What follows belongs to an exercise in optimizing a design on an open flow for a short achievable clock period and few clock cycles per item; a production flow would make more cautious choices. Only simulation tests tie the RTL to the original design; equivalence was not proved.

==> flow/design.v <==
package pipe_divider_pkg;
    localparam int MAX_W = 64;
    function automatic integer nstages(input integer d_width, input integer steps_per_stage);
        nstages = d_width / steps_per_stage;
    endfunction
    function automatic integer stage_bits(input integer d_width);
        stage_bits = 3 * d_width + 5;
    endfunction
    function automatic logic [MAX_W+1:0] div_step(
        input logic [MAX_W:0]   rem,
        input logic             dbit,
        input logic [MAX_W-1:0] divisor
    );
        logic [MAX_W+1:0] shifted;
        logic [MAX_W+1:0] diff;
        shifted = {rem, dbit};
        diff    = shifted - {2'b00, divisor};
        div_step = diff[MAX_W+1] ? {shifted[MAX_W:0], 1'b0} : {diff[MAX_W:0], 1'b1};
    endfunction
endpackage
module pipe_divider_stage
#(
    parameter int D_WIDTH = 16,
    parameter int STEPS   = 1
) (
    input  logic                           clk,
    input  logic                           rst,
    input  logic                           stall,
    input  logic [pipe_divider_pkg::stage_bits(D_WIDTH)-1:0] d,
    output logic [pipe_divider_pkg::stage_bits(D_WIDTH)-1:0] q
);
    typedef struct packed {
        logic               valid;
        logic               dz;
        logic               qsign;
        logic               rsign;
        logic [D_WIDTH:0]   partial_rem;
        logic [D_WIDTH-1:0] quot_shift;
        logic [D_WIDTH-1:0] divisor;
    } stage_t;
    stage_t cur;
    stage_t nxt;
    logic   qbit;
    logic [pipe_divider_pkg::MAX_W:0]   rem_ext;
    logic [pipe_divider_pkg::MAX_W-1:0] div_ext;
    logic [pipe_divider_pkg::MAX_W+1:0] step_out;
    assign cur = d;
    always_comb begin
        nxt  = cur;
        qbit = 1'b0;
        for (int i = 0; i < STEPS; i++) begin
            rem_ext = {(pipe_divider_pkg::MAX_W + 1){1'b0}};
            div_ext = {pipe_divider_pkg::MAX_W{1'b0}};
            rem_ext[D_WIDTH:0]   = nxt.partial_rem;
            div_ext[D_WIDTH-1:0] = nxt.divisor;
            step_out = pipe_divider_pkg::div_step(rem_ext, nxt.quot_shift[D_WIDTH-1], div_ext);
            {nxt.partial_rem, qbit} = step_out[D_WIDTH+1:0];
            nxt.quot_shift = {nxt.quot_shift[D_WIDTH-2:0], qbit};
        end
    end
    always_ff @(posedge clk or posedge rst)
        if (rst)
            q <= '0;
        else if (!stall)
            q <= nxt;
endmodule
module pipe_divider
#(
    parameter int D_WIDTH         = 32,
    parameter int STEPS_PER_STAGE = 1
) (
    input  logic               clk,
    input  logic               rst,
    input  logic               in_valid,
    output logic               in_ready,
    input  logic [D_WIDTH-1:0] dividend,
    input  logic [D_WIDTH-1:0] divisor,
    output logic               out_valid,
    input  logic               out_ready,
    output logic [D_WIDTH-1:0] quotient,
    output logic [D_WIDTH-1:0] remainder,
    output logic               div_by_zero
);
    if (STEPS_PER_STAGE < 1 || D_WIDTH < 2 || D_WIDTH > pipe_divider_pkg::MAX_W || D_WIDTH % STEPS_PER_STAGE != 0) begin : g_bad_cfg
        $error("pipe_divider: need 2 <= D_WIDTH <= 64 and STEPS_PER_STAGE dividing D_WIDTH");
    end
    localparam int NSTAGES = pipe_divider_pkg::nstages(D_WIDTH, STEPS_PER_STAGE);
    localparam int SW      = pipe_divider_pkg::stage_bits(D_WIDTH);
    typedef struct packed {
        logic               valid;
        logic               dz;
        logic               qsign;
        logic               rsign;
        logic [D_WIDTH:0]   partial_rem;
        logic [D_WIDTH-1:0] quot_shift;
        logic [D_WIDTH-1:0] divisor;
    } stage_t;
    logic [SW-1:0]      pipe [NSTAGES+1];
    stage_t             head;
    stage_t             last;
    logic               stall;
    logic               qs;
    logic               rs;
    logic [D_WIDTH-1:0] mag_a;
    logic [D_WIDTH-1:0] mag_b;
    logic [D_WIDTH-1:0] q_mag;
    logic [D_WIDTH-1:0] r_mag;
    logic               unused_last;
    assign last      = pipe[NSTAGES];
    assign stall     = last.valid && !out_ready;
    assign in_ready  = !stall;
    assign out_valid = last.valid;
    assign qs    = dividend[D_WIDTH-1] ^ divisor[D_WIDTH-1];
    assign rs    = dividend[D_WIDTH-1];
    assign mag_a = rs ? -dividend : dividend;
    assign mag_b = divisor[D_WIDTH-1] ? -divisor : divisor;
    always_ff @(posedge clk or posedge rst)
        if (rst)
            head <= '0;
        else if (!stall)
            head <= {in_valid && in_ready, divisor == '0, qs, rs,
                     {(D_WIDTH + 1){1'b0}}, mag_a, mag_b};
    assign pipe[0] = head;
    for (genvar k = 0; k < NSTAGES; k++) begin : g_stage
        pipe_divider_stage #(
            .D_WIDTH(D_WIDTH),
            .STEPS  (STEPS_PER_STAGE)
        ) u_stage (
            .clk  (clk),
            .rst  (rst),
            .stall(stall),
            .d    (pipe[k]),
            .q    (pipe[k+1])
        );
    end
    assign q_mag       = last.quot_shift;
    assign r_mag       = last.partial_rem[D_WIDTH-1:0];
    assign div_by_zero = last.dz;
    assign quotient  = last.dz ? '1 : last.qsign ? -q_mag : q_mag;
    assign remainder = last.rsign ? -r_mag : r_mag;
    assign unused_last = ^{last.qsign, last.rsign, last.divisor, last.partial_rem[D_WIDTH]};
endmodule
==> flow/run.sh <==
#!/bin/bash
# synth_recipe.tcl (not shown) runs the flow's synth.tcl, then flattens the netlist and writes it again
# the make line also repeats each setting of config.mk as NAME=value (left out here)
make -C /OpenROAD-flow-scripts/flow DESIGN_CONFIG=/design/flow/config.mk WORK_HOME=/design/flow/orfs CLKGATE_MAP_FILE= SYNTH_SCRIPT=/design/flow/synth_recipe.tcl finish
==> flow/config.mk <==
export PLATFORM = sky130hd
export DESIGN_NAME = pipe_divider
export DESIGN_NICKNAME = pipe_divider
export VERILOG_FILES = /design/flow/design.v
export SDC_FILE = /design/flow/constraint.sdc
export NUM_CORES = 4
export LEC_CHECK = 0
export CAP_MARGIN = 20
export CORE_MARGIN = 2
export CORE_UTILIZATION = 35
export GPL_ROUTABILITY_DRIVEN = 1
export SLEW_MARGIN = 20
==> flow/constraint.sdc <==
create_clock -name core_clock -period 8.0 [get_ports {clk}]
set_input_delay 1.6000 -clock core_clock [delete_from_list [all_inputs] [get_ports {clk}]]
set_output_delay 1.6000 -clock core_clock [all_outputs]
set_load 0.01 [all_outputs]
==> run summary <==
-- final cells by class --
type                       count  area [sq um]
antenna                        4         10.01
clock buffer                 524         10750
clock inverter               146          2095
fill                       52690        313900
inverter                    1293          4865
multi-input combinational  16090         90810
sequential                  3266         81730
tap                         6916          8653
timing repair buffer         293          3100
-- routing by layer --
metal / global-route usage / vias to the layer above / share of wire / wire (um)
li1: - / 72200 / - / -
met1: 0.2366 / 67950 / 0.49 / 214200
met2: 0.2697 / 2022 / 0.46 / 201700
met3: 0.01638 / 585 / 0.033 / 14690
met4: 0.03799 / 0 / 0.023 / 9974
met5: 0 / - / 0 / 0
-- how the worst min path moves through the flow --
stage / from / endpoint / cells after the start
finish: g_stage[9].u_stage.q[98] / g_stage[10].u_stage.q[98] / 2
global route: g_stage[28].u_stage.q[37] / g_stage[29].u_stage.q[38] / 2
CTS: g_stage[16].u_stage.q[32] / g_stage[17].u_stage.q[33] / 2
detailed placement: g_stage[19].u_stage.q[34] / g_stage[20].u_stage.q[35] / 2
global placement: g_stage[14].u_stage.q[100] / g_stage[14].u_stage.q[100] / 2
floorplan: g_stage[30].u_stage.q[100] / g_stage[30].u_stage.q[100] / 2
-- kinds of logic (layout without fill, tap and decap cells) --
family          after synthesis  in the layout  share of synthesized area
fa+ha+maj                  1029           1029                    0.07239
mux                         290            290                    0.01614
flops                      3266           3266                     0.4514
simple gates               8466           8466                     0.1916
xor+xnor                    928            928                    0.04489
other cells                   0              4                          0
compound gates             5375           5375                     0.1753
buf+inv                    2294           2256                    0.04830
-- cell usage in the layout (no fill, tap or decap), types with 43 or more instances in the layout --
master	Yosys	layout
sky130_fd_sc_hd__mux2i_1	275	275
sky130_fd_sc_hd__nor2b_1	135	134
sky130_fd_sc_hd__and3_1	151	151
sky130_fd_sc_hd__xor2_1	366	366
sky130_fd_sc_hd__o21a_1	141	140
sky130_fd_sc_hd__o211ai_1	51	51
sky130_fd_sc_hd__a211oi_1	86	85
sky130_fd_sc_hd__ha_1	998	998
sky130_fd_sc_hd__o21bai_1	136	135
sky130_fd_sc_hd__a31oi_1	297	296
sky130_fd_sc_hd__clkinv_2	0	60
sky130_fd_sc_hd__dfrtp_1	3266	3266
sky130_fd_sc_hd__clkbuf_16	0	373
sky130_fd_sc_hd__nand3_1	236	236
sky130_fd_sc_hd__nor3_1	189	186
sky130_fd_sc_hd__xnor2_1	562	562
sky130_fd_sc_hd__or3_1	83	81
sky130_fd_sc_hd__o21ai_0	1903	1903
sky130_fd_sc_hd__inv_1	1291	1290
sky130_fd_sc_hd__a21o_1	530	530
sky130_fd_sc_hd__clkbuf_8	0	85
sky130_fd_sc_hd__a21oi_1	1661	1661
sky130_fd_sc_hd__buf_12	0	43
sky130_fd_sc_hd__nand4_1	92	92
sky130_fd_sc_hd__o31ai_1	110	109
sky130_fd_sc_hd__and2_1	76	76
sky130_fd_sc_hd__clkdlybuf4s50_1	0	134
sky130_fd_sc_hd__nand2b_1	141	141
sky130_fd_sc_hd__buf_4	6	113
sky130_fd_sc_hd__nor2_1	1488	1485
sky130_fd_sc_hd__clkbuf_1	892	66
sky130_fd_sc_hd__nand2_1	5695	5695
-- registers in the layout (all words and copies together), names as in the netlist --
| signal | flops |
|---|---|
| head | 68 |
| g_stage.u_stage.q | 3198 |
-- worst reg2reg max path, stage by stage, from the launching register on --
cell                        delay, ps
sky130_fd_sc_hd__dfrtp_1          370
sky130_fd_sc_hd__inv_1             70
sky130_fd_sc_hd__ha_1             170
sky130_fd_sc_hd__inv_1             60
sky130_fd_sc_hd__fa_1             420
sky130_fd_sc_hd__a21o_1           210
sky130_fd_sc_hd__a21oi_1          220
sky130_fd_sc_hd__o21bai_1         160
sky130_fd_sc_hd__a2111oi_0        800
sky130_fd_sc_hd__nor3_1           280
sky130_fd_sc_hd__o21ai_0          510
sky130_fd_sc_hd__a311oi_1         220
sky130_fd_sc_hd__or3_2            870
sky130_fd_sc_hd__nand2_1          460
sky130_fd_sc_hd__o21ai_0          150
-- through the flow --
| stage | cell area (sq um) | setup slack [ps] | hold slack (ps) |
|---|---|---|---|
| final | 202000 | 1742 | 444.9 |
| after global routing | 202000 | 1463 | 465.8 |
| after CTS | 202000 | 1613 | 442.3 |
| after detailed placement | 189100 | 2616 | 454.3 |
| after global placement | 189100 | 2595 | 448.0 |
| after floorplan | 181100 | -39070 | 430.0 |
==> run summary <==
result of the run complete, no violations; Final Wtd Congestion 0.8809; die area 523100 sq um; largest stage delay on the critical path 550 ps; Area contributors post-synth sky130_fd_sc_hd__dfrtp_1, sky130_fd_sc_hd__nand2_1, sky130_fd_sc_hd__ha_1; number of buffers added to fix hold violations after cts 0; CP Launch Point g_stage[31].u_stage.q[64]; overall die height 723.3 um; critical path capture point remainder[28]; Slew HR 0.3218; cell occurring most often along the worst timing path sky130_fd_sc_hd__or4_4; remaining routing DRC violations 0; flop-to-flop setup slack 2930 ps; cts repair resizes 0; Area Growth Syn to Fin 11.57%; Core Region 516000 sq um; capturing point of the worst reg2reg path g_stage[27].u_stage.q[92]; Fmax 159.8 MHz; count of routing violations after the opening detailed-route iteration 9927; type of the most critical hold path reg -> reg; Crit Reg-Reg Startpoint g_stage[26].u_stage.q[63]; path length in cells of the critical path 12; net count of the finished layout 22410; buffers added on ports 134; number of vias per cell after detailed routing 5.004; clock period minus worst slack 6258 ps; register bit count reported by yosys 3266; Die X-Extent 723.3 um; TritonCTS sink count 3266; Critical Path Fanout Max 4; crit-path leading delay family simple AND/OR/NAND/NOR gates; standard-cell row count 264; all-layer global routing usage 0.1654; Final HPWL DP 314300 um; total setup violations reported at the end of the flow 0; Final Core Density 0.3915; Critical Path Sink Type output pin; distinct cell type count of the synthesized netlist 100; max-slew violation total from the final report 0; iteration count of the initial detailed-routing pass 5; Post-Syn Area 181100 sq um; antenna violations before repair 2; post-placement cell count 27860; Vias 142800; cell chain of the critical path inv_1 -> ha_1 -> nand2_1 -> or3_1 -> nand2b_1 -> nand2b_4 -> or4_1 -> or4_4 -> or4_4 -> o31ai_4 -> xnor2_1 -> clkdlybuf4s50_1; area leader, netlist sky130_fd_sc_hd__dfrtp_1; dominant cell by count in the synthesized netlist sky130_fd_sc_hd__nand2_1; fraction of final layout cells sized beyond drive strength 1 0.04216; antenna violation net count after detailed routing 0; cell at the slowest stage of the critical path sky130_fd_sc_hd__clkdlybuf4s50_1; syn_nets 22750; Yosys warning total 4; # Post-CTS Setup Buffers 0; share of synthesized area occupied by flip-flops and latches 0.4514; number of ports placed on the die boundary 135; TritonCTS clock tree built; setup repair after global routing missed its margin no; maximum number of pins on one net before global-route repair 215; final hold violation count 0; clock buffers created by TritonCTS 366; max-capacitance violation count 0; Total Routed Length 440600 um; final cell count without fillers 28530; combined buffer and inverter count along the critical path 2; number of H-tree levels 5; share of Yosys cell area claimed by the top area cell type 0.4514; Slew @ Worst Pin 1017 ps; total grt overflow 0; data required time at the worst endpoint 6400 ps; Clock Pin Slew Worst Setup and Hold Paths 60 ps; clock root buffer master sky130_fd_sc_hd__clkbuf_16; share of flip-flops with an asynchronous set or reset 1.000; number of global-route vias before repair 137800; number of buffers on the longest clock path 4; Post-Syn Area per Cell 8.364 sq um; post-route clock period utilization 0.7823; Worst-Skew Late Latency 1010 ps; most frequent cells after synthesis sky130_fd_sc_hd__nand2_1, sky130_fd_sc_hd__dfrtp_1, sky130_fd_sc_hd__o21ai_0; Initial Utilization 0.3509; most used flip-flop cell after synthesis sky130_fd_sc_hd__dfrtp_1; critical path start-end classification reg -> out; total negative setup slack 0 ps; worst clock skew 89.37 ps; count of flip-flops with a built-in enable after synthesis 0; Gate Count Post-Synth 21650; global-route wire length before repair 734100 um; number of cells on the worst reg-to-reg path 14; sort of element at the start of the critical path flip-flop; data arrival time of the worst path 4660 ps; wire length per cell 15.44 um
Testbench counts, summed over its fixed seeds: cycles 52,808, items 1,600.

[static timing again, ports no longer ideal]
Ports are ideal in the flow. The routed layout listed here was re-timed in OpenROAD.
Step 1 sets driving cells, clkbuf_16 on the clock port and buf_2 on the other inputs (assumed; they add their load-dependent delay and slew).
Step 2 times the ports against the registers' clock, not the clock port: input delays grow and output delays shrink by t, the midpoint of the rising clock arrivals with the driver on.
Three values: no drivers, after step 1, after step 2; two values: the first two.
t, ns: 1.093
slack for setup (ns): 1.742 / 1.608 / 2.638
worst data-port slew with drivers (ns): 0.04
After both steps this run still meets setup and hold. The setup slack of this run moves by -0.134 ns with the drivers and by +0.896 ns with both steps.
